Source: an optimization exercise on an open RTL-to-GDS flow (aim: small area, a short achievable clock period and few clock cycles). Production flows keep margins and buffers that such runs may drop. In this exercise RTL edits were held to simulation tests only and were not proved equivalent to the original. Power is estimated from default activity; no workload was simulated.

[design.v]
`timescale 1ns / 1ps
package ehsk_pkg;
  localparam logic [1:0] REQ_DATA    = 2'd0;
  localparam logic [1:0] REQ_PROCESS = 2'd1;
  localparam logic [1:0] REQ_KEY     = 2'd2;
  localparam logic [1:0] REQ_TICK    = 2'd3;
  localparam logic [1:0] ACT_PRESS   = 2'd0;
  localparam logic [1:0] ACT_RELEASE = 2'd1;
  localparam logic [1:0] ACT_TAP     = 2'd2;
  localparam logic [2:0] CFG_TIMEOUT  = 3'd0;
  localparam logic [2:0] CFG_GROUP    = 3'd1;
  localparam logic [2:0] CFG_STICKY   = 3'd2;
  localparam logic [2:0] CFG_TOPREQ   = 3'd3;
  localparam logic [2:0] CFG_QREL     = 3'd4;
  localparam logic [2:0] CFG_ACOUNT   = 3'd5;
  localparam logic [2:0] CFG_AKEY0    = 3'd6;
  localparam logic [2:0] CFG_AKEY1    = 3'd7;
  localparam logic [15:0] DEFAULT_TIMEOUT = 16'd180;
  localparam int unsigned CFG_DW = 32;
  typedef struct packed {
    logic [1:0]         req_type;
    logic               sensor_sel;
    logic [2:0]         layer;
    logic [2:0]         top_layer;
    logic signed [15:0] delta_whole;
    logic signed [15:0] delta_fraction;
    logic               trigger_mode;
    logic [15:0]        key_page;
    logic [15:0]        key_id;
    logic               key_pressed;
  } req_t;
  typedef struct packed {
    logic       out_sensor;
    logic [2:0] out_layer;
    logic [1:0] action;
    logic       direction;
    logic       last;
  } res_t;
  typedef struct packed {
    logic load;       
    logic data_wr;    
    logic proc_rd;    
    logic mod_start;  
    logic mod_step;   
    logic proc_wr;    
    logic scan_rd;    
    logic scan_wr;    
    logic scan_inc;   
    logic emit;       
  } cmd_t;
  typedef struct packed {
    logic in_range;
    logic mod_done;
    logic scan_end;
    logic key_hit;
    logic has_result;  
  } sts_t;
endpackage
`timescale 1ns / 1ps
`timescale 1ns / 1ps
`timescale 1ns / 1ps
module encoder_hold_step_keyer #(
  parameter int unsigned SENSORS       = 2,
  parameter int unsigned LAYERS        = 8,
  parameter int unsigned ALLOW_ENTRIES = 2
) (
  input  logic                        clk_i,
  input  logic                        rst_ni,
  input  logic                        start,
  output logic                        busy,
  input  logic [74:0]                 req_i,
  output logic                        res_valid_o,
  output logic [7:0]                  res_o,
  input  logic                        cfg_we_i,
  input  logic [2:0]                  cfg_idx_i,
  input  logic [31:0]                 cfg_data_i
);
  localparam int N = 16;
  localparam logic [1:0] A_PRESS = 2'd0, A_REL = 2'd1, A_TAP = 2'd2;
  logic [15:0] tvm1_q;    
  logic [15:0] grp_q;
  logic        sticky_q, topreq_q, qrel_q;
  logic [1:0]  acount_q;
  logic [31:0] akey0_q, akey1_q;
  logic        grp_we;
  assign grp_we = cfg_we_i && (cfg_idx_i == 3'd1);
  always_ff @(posedge clk_i or negedge rst_ni) begin
    if (!rst_ni) begin
      tvm1_q   <= 16'd179;
      grp_q    <= 16'd5;
      sticky_q <= 1'b0;
      topreq_q <= 1'b1;
      qrel_q   <= 1'b0;
      acount_q <= 2'd0;
      akey0_q  <= '0;
      akey1_q  <= '0;
    end else if (cfg_we_i) begin
      case (cfg_idx_i)
        3'd0: tvm1_q   <= ((cfg_data_i[15:0] != 16'd0) ? cfg_data_i[15:0] : 16'd180) - 16'd1;
        3'd1: grp_q    <= cfg_data_i[15:0];
        3'd2: sticky_q <= cfg_data_i[0];
        3'd3: topreq_q <= cfg_data_i[0];
        3'd4: qrel_q   <= cfg_data_i[0];
        3'd5: acount_q <= cfg_data_i[1:0];
        3'd6: akey0_q  <= cfg_data_i;
        default: akey1_q <= cfg_data_i;
      endcase
    end
  end
  logic g_nz, g_is1;
  assign g_nz  = (grp_q != 16'd0);
  assign g_is1 = (grp_q == 16'd1);
  logic         busy_q, valid_q, stall_q;
  logic [7:0]   res_q;
  logic [3:0]   e_q;                   
  logic         q_rel, q_prs, q_dir;   
  logic [N-1:0] m_q;                   
  logic [1:0]   pend_q [N];
  logic [N-1:0] held_q, hdir_q, x_q, tn_q, dirty_q, inc_q;
  logic [15:0]  sp_q [N];              
  logic [15:0]  dl_q [N];              
  logic [15:0]  t_q;                   
  assign busy        = busy_q;
  assign res_valid_o = valid_q;
  assign res_o       = res_q;
  logic take;
  assign take = start && !busy_q;
  logic [1:0]  w_ty;
  logic [3:0]  w_e;
  logic        w_gate, w_trig, w_kh;
  logic [1:0]  w_pn;
  logic [15:0] i_d;
  logic [31:0] i_key;
  logic        i_mod, i_alw;
  assign i_d   = (req_i[65:50] != 16'd0) ? req_i[65:50] : req_i[49:34];
  assign w_pn  = (i_d == 16'd0) ? 2'd0 : (i_d[15] ? 2'd2 : 2'd1);
  assign i_key = req_i[32:1];
  assign i_mod = (req_i[32:17] == 16'd7) && (req_i[16:1] >= 16'hE0) && (req_i[16:1] <= 16'hE7);
  assign i_alw = (acount_q >= 2'd1 && akey0_q == i_key) || (acount_q >= 2'd2 && akey1_q == i_key);
  assign w_kh  = req_i[0] && !i_mod && qrel_q && !i_alw;
  assign w_ty   = stall_q ? 2'd1 : req_i[74:73];
  assign w_e    = stall_q ? e_q : req_i[72:69];
  assign w_gate = stall_q || !topreq_q || (req_i[71:69] == req_i[68:66]);
  assign w_trig = stall_q || req_i[33];
  logic apply;
  assign apply = take || (stall_q && !dirty_q[e_q]);
  logic is_data, is_proc, is_key, is_tick;
  assign is_data = apply && (w_ty == 2'd0);
  assign is_proc = apply && (w_ty == 2'd1);
  assign is_key  = apply && (w_ty == 2'd2) && w_kh;
  assign is_tick = apply && (w_ty == 2'd3);
  logic [1:0] s_pend;
  logic       s_held, s_hdir, s_tn, s_dirty;
  assign s_pend  = pend_q[w_e];
  assign s_held  = held_q[w_e];
  assign s_hdir  = hdir_q[w_e];
  assign s_tn    = tn_q[w_e];
  assign s_dirty = dirty_q[w_e];
  logic p_trig, p_need, stall, p_tap, p_prs, p_rp, p_rel, p_dir;
  assign p_trig = is_proc && w_gate && w_trig && (s_pend != 2'd0);
  assign p_dir  = s_pend[1];
  assign p_need = p_trig && g_nz;
  assign stall  = p_need && s_dirty;
  assign p_tap  = p_need && s_tn;
  assign p_prs  = p_trig && !s_held;
  assign p_rp   = p_trig && s_held && !sticky_q && (s_hdir != p_dir);
  assign p_rel  = is_proc && !w_gate && s_held;
  logic act;
  assign act = apply && !stall;
  function automatic logic [4:0] low1(input logic [N-1:0] m);
    logic [3:0] ix;
    logic [N-1:0] rest;
    ix = '0;
    for (int i = N - 1; i >= 0; i--) if (m[i]) ix = 4'(i);
    rest = m & (m - 1'b1);
    low1 = {ix, (rest == '0)};
  endfunction
  logic [4:0] tk_l, ky_l, mq_l;
  assign tk_l = low1(x_q);
  assign ky_l = low1(held_q);
  assign mq_l = low1(m_q);
  logic        dv_rd, dv_it;
  logic [3:0]  dv_idx;
  logic [15:0] dv_rem, dv_quo;
  logic [4:0]  dv_left;   
  logic [3:0] dj;
  always_comb begin
    dj = '0;
    for (int i = N - 1; i >= 0; i--) if (dirty_q[i]) dj = 4'(i);
    if (stall_q) dj = e_q;
  end
  logic [15:0] rd_sp, rd_s;
  logic        rd_inc, rd_one;
  assign rd_sp  = sp_q[dv_idx];
  assign rd_inc = inc_q[dv_idx];
  assign rd_s   = rd_sp + {15'd0, rd_inc};
  assign rd_one = rd_inc ? (rd_sp == 16'd0) : (rd_sp == 16'd1);
  logic [16:0] dv_sh, dv_sub;
  logic [15:0] dv_nrem;
  logic        dv_skip;
  assign dv_sh   = {dv_rem, dv_quo[15]};
  assign dv_sub  = dv_sh - {1'b0, grp_q};
  assign dv_nrem = dv_sub[16] ? dv_sh[15:0] : dv_sub[15:0];
  assign dv_skip = (dv_rem == 16'd0) && (dv_quo[15:12] == 4'd0) && (dv_left > 5'd4);
  logic dv_done;
  assign dv_done = dv_it && !dv_skip && (dv_left == 5'd1);
  logic [N-1:0] sel, clr;
  always_comb begin
    for (int i = 0; i < N; i++) begin
      sel[i] = (w_e == 4'(i));
      clr[i] = act && ((sel[i] && (((is_data || is_proc) && !w_gate) || (p_trig && !g_nz)))
                       || is_key || (is_tick && x_q[i]));
    end
  end
  logic [15:0] t_inc, t_dl;
  assign t_inc = t_q + 16'd1;
  assign t_dl  = t_q + tvm1_q;
  logic rd_ok;
  assign rd_ok = dv_rd && dirty_q[dv_idx] && !clr[dv_idx] && !grp_we;
  always_ff @(posedge clk_i or negedge rst_ni) begin
    if (!rst_ni) begin
      busy_q  <= 1'b0;
      valid_q <= 1'b0;
      stall_q <= 1'b0;
      q_rel   <= 1'b0;
      q_prs   <= 1'b0;
      m_q     <= '0;
      t_q     <= '0;
      held_q  <= '0;
      x_q     <= '0;
      tn_q    <= '0;
      dirty_q <= '0;
      inc_q   <= '0;
      for (int i = 0; i < N; i++) begin
        pend_q[i] <= '0;
        sp_q[i]   <= 16'd1;
      end
      dv_rd   <= 1'b0;
      dv_it   <= 1'b0;
      dv_idx  <= '0;
      dv_left <= '0;
    end else begin
      if (apply) begin
        stall_q <= stall;
        busy_q  <= stall;
        valid_q <= 1'b0;
        q_rel   <= 1'b0;
        q_prs   <= 1'b0;
        m_q     <= '0;
        if (is_proc) begin
          busy_q  <= stall || p_tap || p_prs || p_rp || p_rel;
          valid_q <= !stall && (p_tap || p_prs || p_rp || p_rel);
          q_rel   <= !stall && p_tap && p_rp;
          q_prs   <= !stall && ((p_tap && (p_prs || p_rp)) || (!p_tap && p_rp));
        end else if (is_key) begin
          busy_q  <= (held_q != '0);
          valid_q <= (held_q != '0);
          m_q     <= held_q & (held_q - 1'b1);
        end else if (is_tick) begin
          busy_q  <= (x_q != '0);
          valid_q <= (x_q != '0);
          m_q     <= x_q & (x_q - 1'b1);
        end
      end else if (busy_q && !stall_q) begin
        if (q_rel) q_rel <= 1'b0;
        else if (q_prs) q_prs <= 1'b0;
        else m_q <= m_q & (m_q - 1'b1);
        busy_q  <= q_rel || q_prs || (m_q != '0);
        valid_q <= q_rel || q_prs || (m_q != '0);
      end
      if (act && is_tick) t_q <= t_inc;
      for (int i = 0; i < N; i++) begin
        if (act && sel[i] && is_data) pend_q[i] <= w_gate ? w_pn : 2'd0;
        if (act && sel[i] && is_proc) pend_q[i] <= 2'd0;
        if (act && is_key)            pend_q[i] <= 2'd0;
        if (act && sel[i] && p_trig) begin
          held_q[i] <= 1'b1;
          x_q[i]    <= (tvm1_q == 16'd0);
        end
        if (act && ((sel[i] && is_proc && !w_gate) || is_key)) begin
          held_q[i] <= 1'b0;
          x_q[i]    <= 1'b0;
        end
        if (act && is_tick) begin
          held_q[i] <= held_q[i] && !x_q[i];
          x_q[i]    <= held_q[i] && !x_q[i] && (dl_q[i] == t_inc);
        end
        if (rd_ok && dv_idx == 4'(i)) begin
          sp_q[i]  <= rd_s;
          inc_q[i] <= 1'b0;
          if (rd_one) begin
            tn_q[i]    <= g_is1;
            dirty_q[i] <= 1'b0;
          end
        end
        if (dv_done && dv_idx == 4'(i)) begin
          tn_q[i]    <= (dv_nrem == 16'd0);
          dirty_q[i] <= 1'b0;
        end
        if (act && sel[i] && p_need) begin
          inc_q[i]   <= 1'b1;
          dirty_q[i] <= 1'b1;
        end
        if (clr[i]) begin
          sp_q[i]    <= 16'd1;
          inc_q[i]   <= 1'b0;
          dirty_q[i] <= 1'b0;
          tn_q[i]    <= g_is1;
        end
        if (grp_we) dirty_q[i] <= 1'b1;
      end
      if (dv_rd) begin
        dv_rd   <= 1'b0;
        dv_it   <= rd_ok && !rd_one;
        dv_left <= 5'd16;
      end else if (dv_it) begin
        dv_left <= dv_left - (dv_skip ? 5'd4 : 5'd1);
        if (dv_done || clr[dv_idx] || grp_we) dv_it <= 1'b0;
      end else if (dirty_q != '0 && !grp_we) begin
        dv_rd  <= 1'b1;
        dv_idx <= dj;
      end
    end
  end
  always_ff @(posedge clk_i) begin
    if (apply) begin
      e_q   <= w_e;
      q_dir <= p_dir;
      if (is_proc) begin
        if (p_rel)      res_q <= {w_e, A_REL, s_hdir, 1'b1};
        else if (p_tap) res_q <= {w_e, A_TAP, p_dir, !(p_prs || p_rp)};
        else if (p_prs) res_q <= {w_e, A_PRESS, p_dir, 1'b1};
        else            res_q <= {w_e, A_REL, s_hdir, 1'b0};
      end else if (w_ty == 2'd2) res_q <= {ky_l[4:1], A_REL, hdir_q[ky_l[4:1]], ky_l[0]};
      else                       res_q <= {tk_l[4:1], A_REL, hdir_q[tk_l[4:1]], tk_l[0]};
    end else if (busy_q && !stall_q) begin
      if (q_rel)      res_q <= {e_q, A_REL, !q_dir, 1'b0};
      else if (q_prs) res_q <= {e_q, A_PRESS, q_dir, 1'b1};
      else            res_q <= {mq_l[4:1], A_REL, hdir_q[mq_l[4:1]], mq_l[0]};
    end
    for (int i = 0; i < N; i++) begin
      if (act && sel[i] && (p_prs || p_rp)) hdir_q[i] <= p_dir;
      if (act && sel[i] && p_trig) dl_q[i] <= t_dl;
    end
    if (dv_rd) begin
      dv_rem <= '0;
      dv_quo <= rd_s;
    end else if (dv_it) begin
      if (dv_skip) dv_quo <= {dv_quo[11:0], 4'd0};
      else begin
        dv_rem <= dv_nrem;
        dv_quo <= {dv_quo[14:0], 1'b0};
      end
    end
  end
endmodule
[run.sh]
#!/bin/bash
# synth_recipe.tcl (not shown) runs the flow's synth.tcl, then flattens the netlist and writes it again
# the make line also repeats each setting of config.mk as NAME=value (left out here)
make -C /OpenROAD-flow-scripts/flow DESIGN_CONFIG=/design/flow/config.mk WORK_HOME=/design/flow/orfs CLKGATE_MAP_FILE= SYNTH_SCRIPT=/design/flow/synth_recipe.tcl finish
[config.mk]
export PLATFORM = sky130hd
export DESIGN_NAME = encoder_hold_step_keyer
export DESIGN_NICKNAME = encoder_hold_step_keyer
export VERILOG_FILES = /design/flow/design.v
export SDC_FILE = /design/flow/constraint.sdc
export NUM_CORES = 4
export LEC_CHECK = 0
export CAP_MARGIN = 20
export CORE_MARGIN = 2
export CORE_UTILIZATION = 40
export SLEW_MARGIN = 20
[constraint.sdc]
create_clock -name core_clock -period 6.0 [get_ports {clk_i}]
set_input_delay 1.2000 -clock core_clock [delete_from_list [all_inputs] [get_ports {clk_i}]]
set_output_delay 1.2000 -clock core_clock [all_outputs]
set_load 0.01 [all_outputs]
==> summary.txt <==
## where the power goes
group	internal, mW	switching, mW	total, mW	leakage (nW)
Sequential	7.60	1.33	8.93	9.57
Clock	3.42	2.49	5.91	1.53
Combinational	3.45	6.11	9.56	8.65
## logic make-up after synthesis
logic type / Yosys count
DFF: 833
xor gates and xnor gates: 402
muxes: 401
adders and majority gates: 47
AOI/OAI and AO/OA: 807
and+or+nand+nor: 1342
buffers and inverters: 369
## layout make-up
type | instances | area [um^2] | area share (%)
clock inverter | 42 | 467 | 0.906
clock buffer | 129 | 2670 | 5.18
timing repair buffer | 328 | 3050 | 5.93
tap | 1476 | 1850 | 3.59
inverter | 95 | 357 | 0.693
antenna | 1 | 2.50 | 0.00486
sequential | 833 | 22300 | 43.3
multi-input combinational | 2999 | 20800 | 40.4
## worst max-delay path: stages
cell,delay (ns)
clkdlybuf4s50_1,0.70
mux2i_4,0.19
inv_2,0.10
buf_4,0.38
nand4_1,0.13
o22ai_1,0.21
o211ai_1,0.37
a21oi_1,0.42
a41oi_1,0.18
nor4_1,0.55
o2111ai_2,0.29
buf_4,0.26
nor4_2,0.34
buf_4,0.32
mux2i_1,0.22
## Yosys cell counts, drive strengths merged (38+ instances only)
cell type,instances
nand2,510
dfrtp,492
edfxtp,301
mux2i,299
nor2,286
xor2,237
clkbuf,201
a21oi,183
xnor2,165
o21ai,145
nand3,95
nor4,95
inv,93
mux2,84
nand4,77
buf,73
nor3,66
a211oi,63
a22oi,60
o22ai,42
ha,38
## sequential cells by signal, summed over array words and instances (netlist names), 5 cells and up
name,count
akey0_q,32
akey1_q,32
dirty_q,16
dl_q,256
dv_left,5
dv_quo,16
dv_rem,16
grp_q,16
hdir_q,16
held_q,16
inc_q,16
m_q,15
pend_q,32
res_q,8
sp_q,256
t_q,16
tn_q,16
tvm1_q,16
x_q,16
## through the flow
| step | power (mW) | worst slack [ns] | hold slack [ns] |
|---|---|---|---|
| floorplan | 14.5 | 1.01 | 0.442 |
| global placement | 18.3 | 0.188 | 0.468 |
| detailed placement | 18.4 | 0.151 | 0.473 |
| CTS | 24.3 | 0.875 | 0.482 |
| global route | 25.6 | 0.447 | 0.518 |
| finish | 24.4 | 0.728 | 0.491 |
## final timing paths
| path | start | end | slack (ns) |
|---|---|---|---|
| worst min-delay path | rst_ni | pend_q[6][1] | 0.49 |
| worst min register to register | acount_q[0] | acount_q[0] | 0.49 |
| max in group asynchronous | rst_ni | akey1_q[9] | 4.17 |
| min in group core_clock | acount_q[0] | acount_q[0] | 0.49 |
| worst max register to register | e_q[0] | sp_q[0][7] | 0.78 |
| worst max-delay path | req_i[69] | sp_q[14][10] | 0.73 |
## layer usage
layer	up-vias	part of all wire (%)	global-route usage [%]
li1	15600	-	-
met1	17300	43	36.3
met2	1524	45	40.2
met3	302	8.3	5.06
met4	2	3.7	9.85
met5	-	0.0061	0
==> flow_summary_export.csv <==
group,metric,value,unit
outcome,status,"no timing/DRC/antenna violations",
synthesis,synthesis.nets,4355,
die,start_util,40.4,%
die,dieArea,0.113,mm^2
synthesis,yosysTopAreaCellShare,27.9,%
placement,placed_cells,5731,
setup_path,critPathKind,"in -> reg",
routing,drc_errors,0,
synthesis,syn_inst,4201,
setup_path,end_kind,"flip-flop",
sta,clock_skew,0.0444,ns
die,pin_count,124,
finish,fin_nets,4505,
hold_path,hold_class,"in -> async",
routing,drt-vias-per-instance,5.87,
global_routing,grt_pass1_wl,221000,um
clock_network,holdBufCountCts,0,
global_routing,grt.overflow.total,0,
routing,wirelength,148000,um
global_routing,grt_max_degree,140,
routing,drt.antenna.violating_nets,0,
routing,post_drt_wl_per_cell,25.1,um
finish,finalCoreUtilization,47.2,%
global_routing,antenna_found_initial,4,
routing,drtIter0Drc,3784,
finish,most-common-layout-cells,"nand2_1, dfrtp_1, edfxtp_1",
clock_network,numCtsBuffers,94,
routing,via_count,34700,
synthesis,async_flop_share,61.9,%
finish,final_cells,5903,
clock_network,cts.sinks,833,
synthesis,synth_compound_area_share,12.2,%
synthesis,dominantRegCellSynth,"dfrtp_1",
finish,num-fill-cells,9955,
synthesis,syn_area,0.0441,mm^2
die,rows,121,
sta,rsz0062_at_grt,"false",
placement,hpwl,102000,um
synthesis,synth_mux_area_share,9.90,%
placement,place.gp.congestion,0.942,
synthesis,synth_top_family_by_area,"simple AND/OR/NAND/NOR gates",
die,core_region_area,0.109,mm^2
pwr,powerDensity,474,mW/mm^2
clock_network,path_clk_slew,0.06,ns
setup_path,critPathLaunchType,"input pin",
clock_network,cts_root_buf,"clkbuf_16",
synthesis,synth_xor_xnor_area_share,7.98,%
clock_network,postCtsSetupRepairBufs,0,
setup_path,cp.required,6.60,ns
sta,final-max-slew-violation-count,0,
synthesis,postSynthAreaPerCell,10.5,um^2
setup_path,r2r_cells,15,
synthesis,synth_area_leader_cell,"dfrtp_1",
clock_network,h-tree-depth,3,
synthesis,synth_fa_ha_area_share,1.33,%
sta,final.setup.tns,0,ns
placement,place_area,0.0483,mm^2
pwr,p_leak,19.8,nW
run,max_cap_violations,0,
synthesis,synth_area_leaders,"dfrtp_1, edfxtp_1, mux2i_1, xor2_1, nand2_1",
sta,setup_violations,0,
synthesis,ys_warn_count,4,
finish,area_growth,16.7,%
global_routing,grt_pass1_vias,33700,
sta,max_freq,190,MHz
clock_network,tritoncts,"built",
die,die_x,336,um
synthesis,seq_area_frac_synth,50.6,%
sta,fin_crit,5.27,ns
finish,fin_area,0.0515,mm^2
setup_path,path_max_fanout,37,
synthesis,synth_edf_count,301,
synthesis,ys_types,94,
sta,slew_headroom,25.9,%
sta,worstMarginPinSlew,1.11,ns
global_routing,track_usage,26.0,%
placement,portBuffers,123,
clock_network,clk_path_buf_depth,3,
sta,finalHoldViolations,0,
sta,period_share,87.9,%
die,die_h,336,um
pwr,ir_worst_vdd,0.266,mV
finish,layout-drive-gt1-share,13.3,%
synthesis,yosys.area_share.simple,14.5,%
routing,dr.pass1.iters,5,
synthesis,ys_ff_latch,833,
clock_network,cts_resized,0,
finish,layout_commonest_cell,"nand2_1",
clock_network,clk_latency,0.71,ns
setup_path,arrival,5.88,ns
Testbench counts, summed over its fixed seeds: cycles 13,426.

## port drivers added, routing unchanged
How much do the figures lean on ideal ports? The routed layout below was timed once more, with nothing changed but the port constraints.
Step 1 sets driving cells, clkbuf_16 on the clock port and buf_2 on the other inputs (assumed; they add their load-dependent delay and slew).
Step 2 moves the port delays by t, midway between the first and last clock arrival at a register: inputs arrive t later, outputs are due t later. That takes back most of the time a late clock gives input paths.
Three values: ideal, step 1, step 2; two values: the first two.
t, ns: 0.768
setup WS [ns]: 0.728 / 0.770 / 0.001
worst setup path after step 2: input to register
worst data-port slew with drivers (ns): 0.06
cell pins on the clock port's net: 1
After both steps setup and hold are still met in this run. For this run, drivers alone change the setup slack by +0.042 ns; drivers and shift together by -0.727 ns.
